What follows belongs to an exercise in optimizing a design on an open flow for small area; a production flow would make more cautious choices.
The RTL was checked by simulation tests, not by an equivalence proof against the original design.
Power is estimated from default activity; no workload was simulated.

[design/flow/design.v]
package apb_slave_pkg;
  localparam int DEPTH     = 16;
  localparam int NUM_BANKS = 3;
  localparam int DATA_W    = 32;
  localparam int ADDR_W    = 32;
  localparam int CNT_W     = 16;
  localparam int IDX_LSB   = 2;
  localparam int IDX_MSB   = 5;
  typedef enum logic [1:0] {IDLE, SETUP, ACCESS} apb_state_t;
  function automatic logic addr_ok(input logic [ADDR_W-1:0] addr);
    addr_ok = (addr[IDX_LSB-1:0] == '0) && (addr[ADDR_W-1:IDX_MSB+1] == '0);
  endfunction
endpackage
module apb_reg_bank #(
  parameter int DEPTH = 16,
  parameter int AW    = $clog2(DEPTH)
) (
  input  logic          clk_sys,
  input  logic          clr,
  input  logic          wr_en,
  input  logic [AW-1:0] wr_idx,
  input  logic [31:0]   wr_data,
  input  logic          rd_en,
  input  logic [AW-1:0] rd_idx,
  output logic [31:0]   rd_data
);
  logic [31:0] mem [DEPTH];
  always_ff @(posedge clk_sys) begin
    if (clr) begin
      for (int i = 0; i < DEPTH; i++) mem[i] <= '0;
      rd_data <= '0;
    end else begin
      if (wr_en) mem[wr_idx] <= wr_data;
      if (rd_en) rd_data <= mem[rd_idx];
    end
  end
endmodule
module apb_slave #(
  parameter int DEPTH     = apb_slave_pkg::DEPTH,
  parameter int NUM_BANKS = apb_slave_pkg::NUM_BANKS
) (
  input  logic                 Hclk,
  input  logic                 Hreset,
  input  logic [NUM_BANKS-1:0] Pselx,
  input  logic                 Penable,
  input  logic                 Pwrite,
  input  logic [31:0]          Paddr,
  input  logic [31:0]          Pwdata,
  output logic [31:0]          Prdata,
  output logic                 proto_err,
  output logic [15:0]          wr_count,
  output logic [15:0]          rd_count
);
  localparam int AW = $clog2(DEPTH);
  apb_slave_pkg::apb_state_t state_q, state_d;
  logic [NUM_BANKS-1:0] cap_sel_q;
  logic [apb_slave_pkg::ADDR_W-1:0]    cap_addr_q;
  logic                 cap_write_q;
  logic                 cap_bad_q;
  logic [NUM_BANKS-1:0] rd_src_q;
  logic [apb_slave_pkg::DATA_W-1:0]    bank_rdata [NUM_BANKS];
  logic sel, bad_now, match, start, commit, err_d;
  assign sel     = |Pselx;
  assign bad_now = !$onehot(Pselx) || !apb_slave_pkg::addr_ok(Paddr);
  assign match   = Penable && (Pselx == cap_sel_q) && (Paddr == cap_addr_q)
                   && (Pwrite == cap_write_q);
  always_comb begin
    state_d = state_q;
    start   = 1'b0;
    commit  = 1'b0;
    err_d   = 1'b0;
    case (state_q)
      apb_slave_pkg::IDLE: begin
        if (sel && Penable) err_d = 1'b1;
        else if (sel) start = 1'b1;
      end
      apb_slave_pkg::SETUP: begin
        if (match) begin
          state_d = apb_slave_pkg::ACCESS;
          if (cap_bad_q) err_d = 1'b1;
          else commit = 1'b1;
        end else begin
          state_d = apb_slave_pkg::IDLE;
          err_d   = 1'b1;
        end
      end
      apb_slave_pkg::ACCESS: begin
        state_d = apb_slave_pkg::IDLE;
        if (sel && Penable) err_d = 1'b1;
        else if (sel) start = 1'b1;
      end
      default: state_d = apb_slave_pkg::IDLE;
    endcase
    if (start) state_d = apb_slave_pkg::SETUP;
  end
  always_ff @(posedge Hclk) begin
    if (Hreset) begin
      state_q     <= apb_slave_pkg::IDLE;
      cap_sel_q   <= '0;
      cap_addr_q  <= '0;
      cap_write_q <= 1'b0;
      cap_bad_q   <= 1'b0;
      rd_src_q    <= '0;
      proto_err   <= 1'b0;
      wr_count    <= '0;
      rd_count    <= '0;
    end else begin
      state_q   <= state_d;
      proto_err <= err_d;
      if (start) begin
        cap_sel_q   <= Pselx;
        cap_addr_q  <= Paddr;
        cap_write_q <= Pwrite;
        cap_bad_q   <= bad_now;
        if (!Pwrite) rd_src_q <= bad_now ? '0 : Pselx;
      end
      if (commit) begin
        if (cap_write_q) begin
          if (wr_count != '1) wr_count <= wr_count + 1'b1;
        end else begin
          if (rd_count != '1) rd_count <= rd_count + 1'b1;
        end
      end
    end
  end
  for (genvar n = 0; n < NUM_BANKS; n++) begin : g_bank
    apb_reg_bank #(.DEPTH(DEPTH)) u_bank (
      .clk_sys (Hclk),
      .clr     (Hreset),
      .wr_en   (commit && cap_write_q && cap_sel_q[n]),
      .wr_idx  (cap_addr_q[apb_slave_pkg::IDX_LSB +: AW]),
      .wr_data (Pwdata),
      .rd_en   (start && !Pwrite && !bad_now && Pselx[n]),
      .rd_idx  (Paddr[apb_slave_pkg::IDX_LSB +: AW]),
      .rd_data (bank_rdata[n])
    );
  end
  always_comb begin
    Prdata = '0;
    for (int n = 0; n < NUM_BANKS; n++) begin
      if (rd_src_q[n]) Prdata = Prdata | bank_rdata[n];
    end
  end
endmodule
[design/flow/run.sh]
#!/bin/bash
# synth_recipe.tcl (not shown) runs the flow's synth.tcl, then flattens the netlist and writes it again
# the make line also repeats each setting of config.mk as NAME=value (left out here)
make -C /OpenROAD-flow-scripts/flow DESIGN_CONFIG=/design/flow/config.mk WORK_HOME=/design/flow/orfs CLKGATE_MAP_FILE= SYNTH_SCRIPT=/design/flow/synth_recipe.tcl finish
[design/flow/config.mk]
export PLATFORM = sky130hd
export DESIGN_NAME = apb_slave
export DESIGN_NICKNAME = apb_slave
export VERILOG_FILES = /design/flow/design.v
export SDC_FILE = /design/flow/constraint.sdc
export NUM_CORES = 4
export LEC_CHECK = 0
export CAP_MARGIN = 20
export CORE_MARGIN = 2
export CORE_UTILIZATION = 40
export SLEW_MARGIN = 20
[design/flow/constraint.sdc]
create_clock -name core_clock -period 5.0 [get_ports {Hclk}]
set_input_delay 1.0000 -clock core_clock [delete_from_list [all_inputs] [get_ports {Hclk}]]
set_output_delay 1.0000 -clock core_clock [all_outputs]
set_load 0.01 [all_outputs]
==> run notes <==
-- cell families after synthesis --
logic type      count (synthesis)  share of synthesized area, %
mux                           490                          14.8
xor+xnor                       28                         0.333
compound gates                272                          2.43
flops                        1707                          67.2
fa+ha+maj                       3                        0.0611
simple gates                 2107                          12.1
buf+inv                       527                          3.06
-- flip-flops by register name, summed over array words and instances, names as in the netlist, 2 cells and up --
name and cells:
cap_addr_q 32, rd_count 16, rd_src_q 3, state_q 2, g_bank.u_bank.mem 1536, cap_sel_q 3
g_bank.u_bank.rd_data 96, wr_count 16
-- worst max-delay path, stage by stage (launching register included) --
cell and delay [ps]:
sky130_fd_sc_hd__dfxtp_2 1020, sky130_fd_sc_hd__a222oi_1 310, sky130_fd_sc_hd__inv_1 360, sky130_fd_sc_hd__clkdlybuf4s50_1 630
-- power by group through the flow --
stage / Clock, W / Combinational [W] / Sequential (W)
4_1_cts: 0.0131 / 0.00187 / 0.0161
3_3_place_gp: 0 / 0.00187 / 0.0164
2_1_floorplan: 0 / 0.00115 / 0.0163
5_1_grt: 0.0136 / 0.00195 / 0.0161
3_5_place_dp: 0 / 0.00187 / 0.0164
6_report: 0.0129 / 0.00187 / 0.0161
-- path summary, 6_finish.rpt --
check / to / slack [ps] / cells after the start
worst max-delay path: Prdata[29] / 820 / 3
worst max register to register: g_bank[1].u_bank.mem[4][9] / 1390 / 8
worst min-delay path: g_bank[1].u_bank.rd_data[30] / 450 / 2
worst min register to register: g_bank[1].u_bank.rd_data[30] / 450 / 2
-- layout by cell type, fill, tap and decap left out, types with 8 or more instances in the layout --
master / count
sky130_fd_sc_hd__buf_12: 61
sky130_fd_sc_hd__and3_1: 9
sky130_fd_sc_hd__dfxtp_1: 168
sky130_fd_sc_hd__bufinv_16: 11
sky130_fd_sc_hd__nand4_1: 15
sky130_fd_sc_hd__clkbuf_8: 10
sky130_fd_sc_hd__edfxtp_1: 1536
sky130_fd_sc_hd__clkbuf_16: 179
sky130_fd_sc_hd__or4_1: 19
sky130_fd_sc_hd__mux4_2: 480
sky130_fd_sc_hd__mux2_2: 10
sky130_fd_sc_hd__clkbuf_1: 56
sky130_fd_sc_hd__a21oi_1: 156
sky130_fd_sc_hd__a222oi_1: 32
sky130_fd_sc_hd__buf_4: 86
sky130_fd_sc_hd__nor2_4: 20
sky130_fd_sc_hd__nor3_1: 16
sky130_fd_sc_hd__clkinv_1: 25
sky130_fd_sc_hd__nand2_1: 382
sky130_fd_sc_hd__inv_1: 44
sky130_fd_sc_hd__a31o_2: 48
sky130_fd_sc_hd__nor2_1: 1377
sky130_fd_sc_hd__nor4_1: 13
sky130_fd_sc_hd__o31ai_1: 16
sky130_fd_sc_hd__or4_4: 10
sky130_fd_sc_hd__clkdlybuf4s50_1: 130
sky130_fd_sc_hd__nand3_1: 16
sky130_fd_sc_hd__nor2_2: 171
sky130_fd_sc_hd__o21ai_0: 8
sky130_fd_sc_hd__inv_6: 9
sky130_fd_sc_hd__clkinv_2: 26
sky130_fd_sc_hd__xnor2_1: 28
sky130_fd_sc_hd__nor2b_1: 11
-- routing by layer --
layer | vias up | GRT usage [%] | part of all wire [%]
met5 | - | 0 | 0.015
met4 | 4 | 7.73 | 3.2
met3 | 357 | 4.48 | 9.1
met2 | 2169 | 38.9 | 49
met1 | 23100 | 30.6 | 38
li1 | 18800 | - | -
-- stage by stage --
stage	total power, W	hold WS, ps	area (sq um)	setup slack [ps]
after floorplan	0.0175	431	73700	1470
after global placement	0.0182	439	78100	522
after detailed placement	0.0182	446	78100	591
after CTS	0.0310	454	83700	836
after global routing	0.0317	472	83700	856
final	0.0308	453	83700	821
-- cell type report --
class,instances,area (sq um)
Fill cell,16100,99400
Sequential cell,1707,49600
Multi-Input combinational cell,2900,22100
Clock buffer,244,4810
Timing Repair Buffer,284,3250
Tap cell,2464,3080
Clock inverter,81,769
Inverter,45,169
==> implementation parameters <==
Parameter                              Value

Worst setup path
  CP Launch Type ... flop
  Worst setup startpoint ... rd_src_q[1]
  Worst EP required ... around 4000 ps
  Launching point of the worst reg2reg path ... cap_write_q
  Setup crit end kind ... output port
  Worst setup path class ... flop to output port
  Maximum fanout count along the critical path ... 33
  WP data arrival ... about 3200 ps

Clock tree
  Hold buffer count at cts ... 0
  Number of gates resized after cts ... 0
  Number of buffers created by CTS ... between 150 and 200
  Clock insertion delay at the later pin of the skew report ... about 830 ps
  Number of levels the H-tree was split into ... 4
  Clock slew seen by the registers of the worst setup and hold paths ... around 60 ps
  CTS tree ... done
  Maximum root-to-sink buffer count ... 3
  Setup Buffers After CTS ... 0
  Clk sink count ... 1707
  Cell at the root of the clock tree ... sky130_fd_sc_hd__clkbuf_16

Drt
  First-pass detailed-route iteration total ... 7
  Number of vias in the routed layout ... between 40000 and 50000
  Vias per cell ... 5.75
  Aggregate routed wire length ... 218 mm
  Count of nets left with antenna violations after detail routing ... 0
  Drt initial violations ... just over 5000
  Avg WL per Cell ... ~28 um
  Number of remaining DRC errors ... 0

Floorplanning
  Area inside the core boundary ... between 150000 and 200000 sq um
  Cell row count ... around 160
  Overall die area ... ~190000 sq um
  Width of the chip ... approximately 430 um
  Initial cell density of the core ... 40.3%
  Die Y ... between 400 and 500 um
  IO Pins ... 136

Synth
  Area share of the leading cell type in the synthesized netlist ... a little over three fifths
  Total nets after synthesis ... between 5000 and 6000
  Post-Syn Instances ... 5134
  Mapped Area ... 73700 sq um
  Warnings from Yosys ... 3
  Most common library cells after synthesis ... 1536 x sky130_fd_sc_hd__edfxtp_1, 1378 x sky130_fd_sc_hd__nor2_1, 480 x sky130_fd_sc_hd__mux4_2, 384 x sky130_fd_sc_hd__nand2_1, 358 x sky130_fd_sc_hd__clkbuf_1
  Largest cells by area after synthesis ... sky130_fd_sc_hd__edfxtp_1 63%, sky130_fd_sc_hd__mux4_2 15%, sky130_fd_sc_hd__nor2_1 7.0%
  Post-synth cell types ... 49
  Most area-hungry cell type in the Yosys netlist ... sky130_fd_sc_hd__edfxtp_1
  Flip-flop cell with the highest count after synthesis ... sky130_fd_sc_hd__edfxtp_1
  Mean area per synthesized cell ... between 10 and 15 sq um
  Part of the Yosys area used for sequential elements ... roughly 67%
  Number of enable-type register cells in the synthesized netlist ... approximately 1500
  Register bit total from synthesis ... ~1700
  Most common cell in the netlist ... sky130_fd_sc_hd__edfxtp_1
  Async set or reset register ratio after synthesis ... 0%

Power and ir drop
  Cell internal power dissipation ... about 0.024 W
  Clock power share ... between 40% and 50%
  Sw Ratio ... 22.1%
  Sequential power share ... a little over half
  P_sw ... ~0.007 W
  Maximum vdd ir drop ... between 0.0003 and 0.0004 V
  Leakage Power ... 26.5 nW
  Comb pwr share ... about 6.1%
  Power per Cell Area ... roughly 370 nW/um^2

Final layout
  Post-layout net count ... about 5200
  Antenna diode count ... 0
  Layout Cells excl Fill ... ~7700
  Signed area change from the synthesized netlist to the final layout ... 13.6%
  Post-layout utilization of the core ... between 40% and 50%
  Share of post-route cells with drive strength above 1 ... approximately 22%

STA
  Final max-slew violation count ... 0
  Maximum clock rate ... 239 MHz
  Unrepaired setup endpoints after global routing ... false
  Final critical delay including setup and external delays ... roughly 4200 ps
  Worst Tran Pin Value ... between 1000 and 1500 ps
  Crit share post-route ... between 80% and 90%
  Slew headroom ... 24.2%
  Total negative setup slack ... 0 ps
  Final hold vios ... 0
  Clock Skews ... about 42 ps
  Count of final setup violators ... 0

Hold path
  Hold wc startpoint ... g_bank[1].u_bank.rd_data[30]
  Path type of the worst min-delay path ... flop to flop

GRT
  Grt total ovfl ... 0
  Via count of the first global-routing pass ... about 44000
  Total routing usage reported by global routing ... roughly a quarter
  First-pass GRT wire length ... 314 mm
  Initial antenna violation count ... 3
  Maximum number of pins on one net before global-route repair ... roughly 110

Outcome
  Outcome ... complete, no violations

Job
  Maxcap violations ... 0

Place
  Quantity of I/O buffers inserted on ports ... roughly 140
  Final HPWL DP ... 126 mm
  Number of instances in the placed design ... 7400
  Last weighted congestion value of the routability-driven placer ... approximately 0.8

[afterwards: timing with drivers on the ports]
In the flow no input, the clock included, has a driving cell. The finished layout below was timed again as built, in two steps. Step 1: set_driving_cell puts a clkbuf_16 on Hclk and a buf_2 on each other input, an assumption about the parent block. Step 2 adds t to the input delays and takes it off the output delays; t is the mean of the earliest and latest rising clock arrival at the registers after step 1. Input paths then give back, and output paths get back, about the clock's delay inside the block. a / b / c = no drivers / after step 1 / after step 2; a / b = the first two.
t (ns): 0.907
slack for setup (ns): 0.821 / 0.729 / 0.478
hold slack, ns: 0.453 / 0.453 / 0.453
worst setup path after step 2: input to register
After both steps this run still meets setup and hold. The setup slack of this run moves by -0.092 ns with the drivers and by -0.343 ns with both steps.
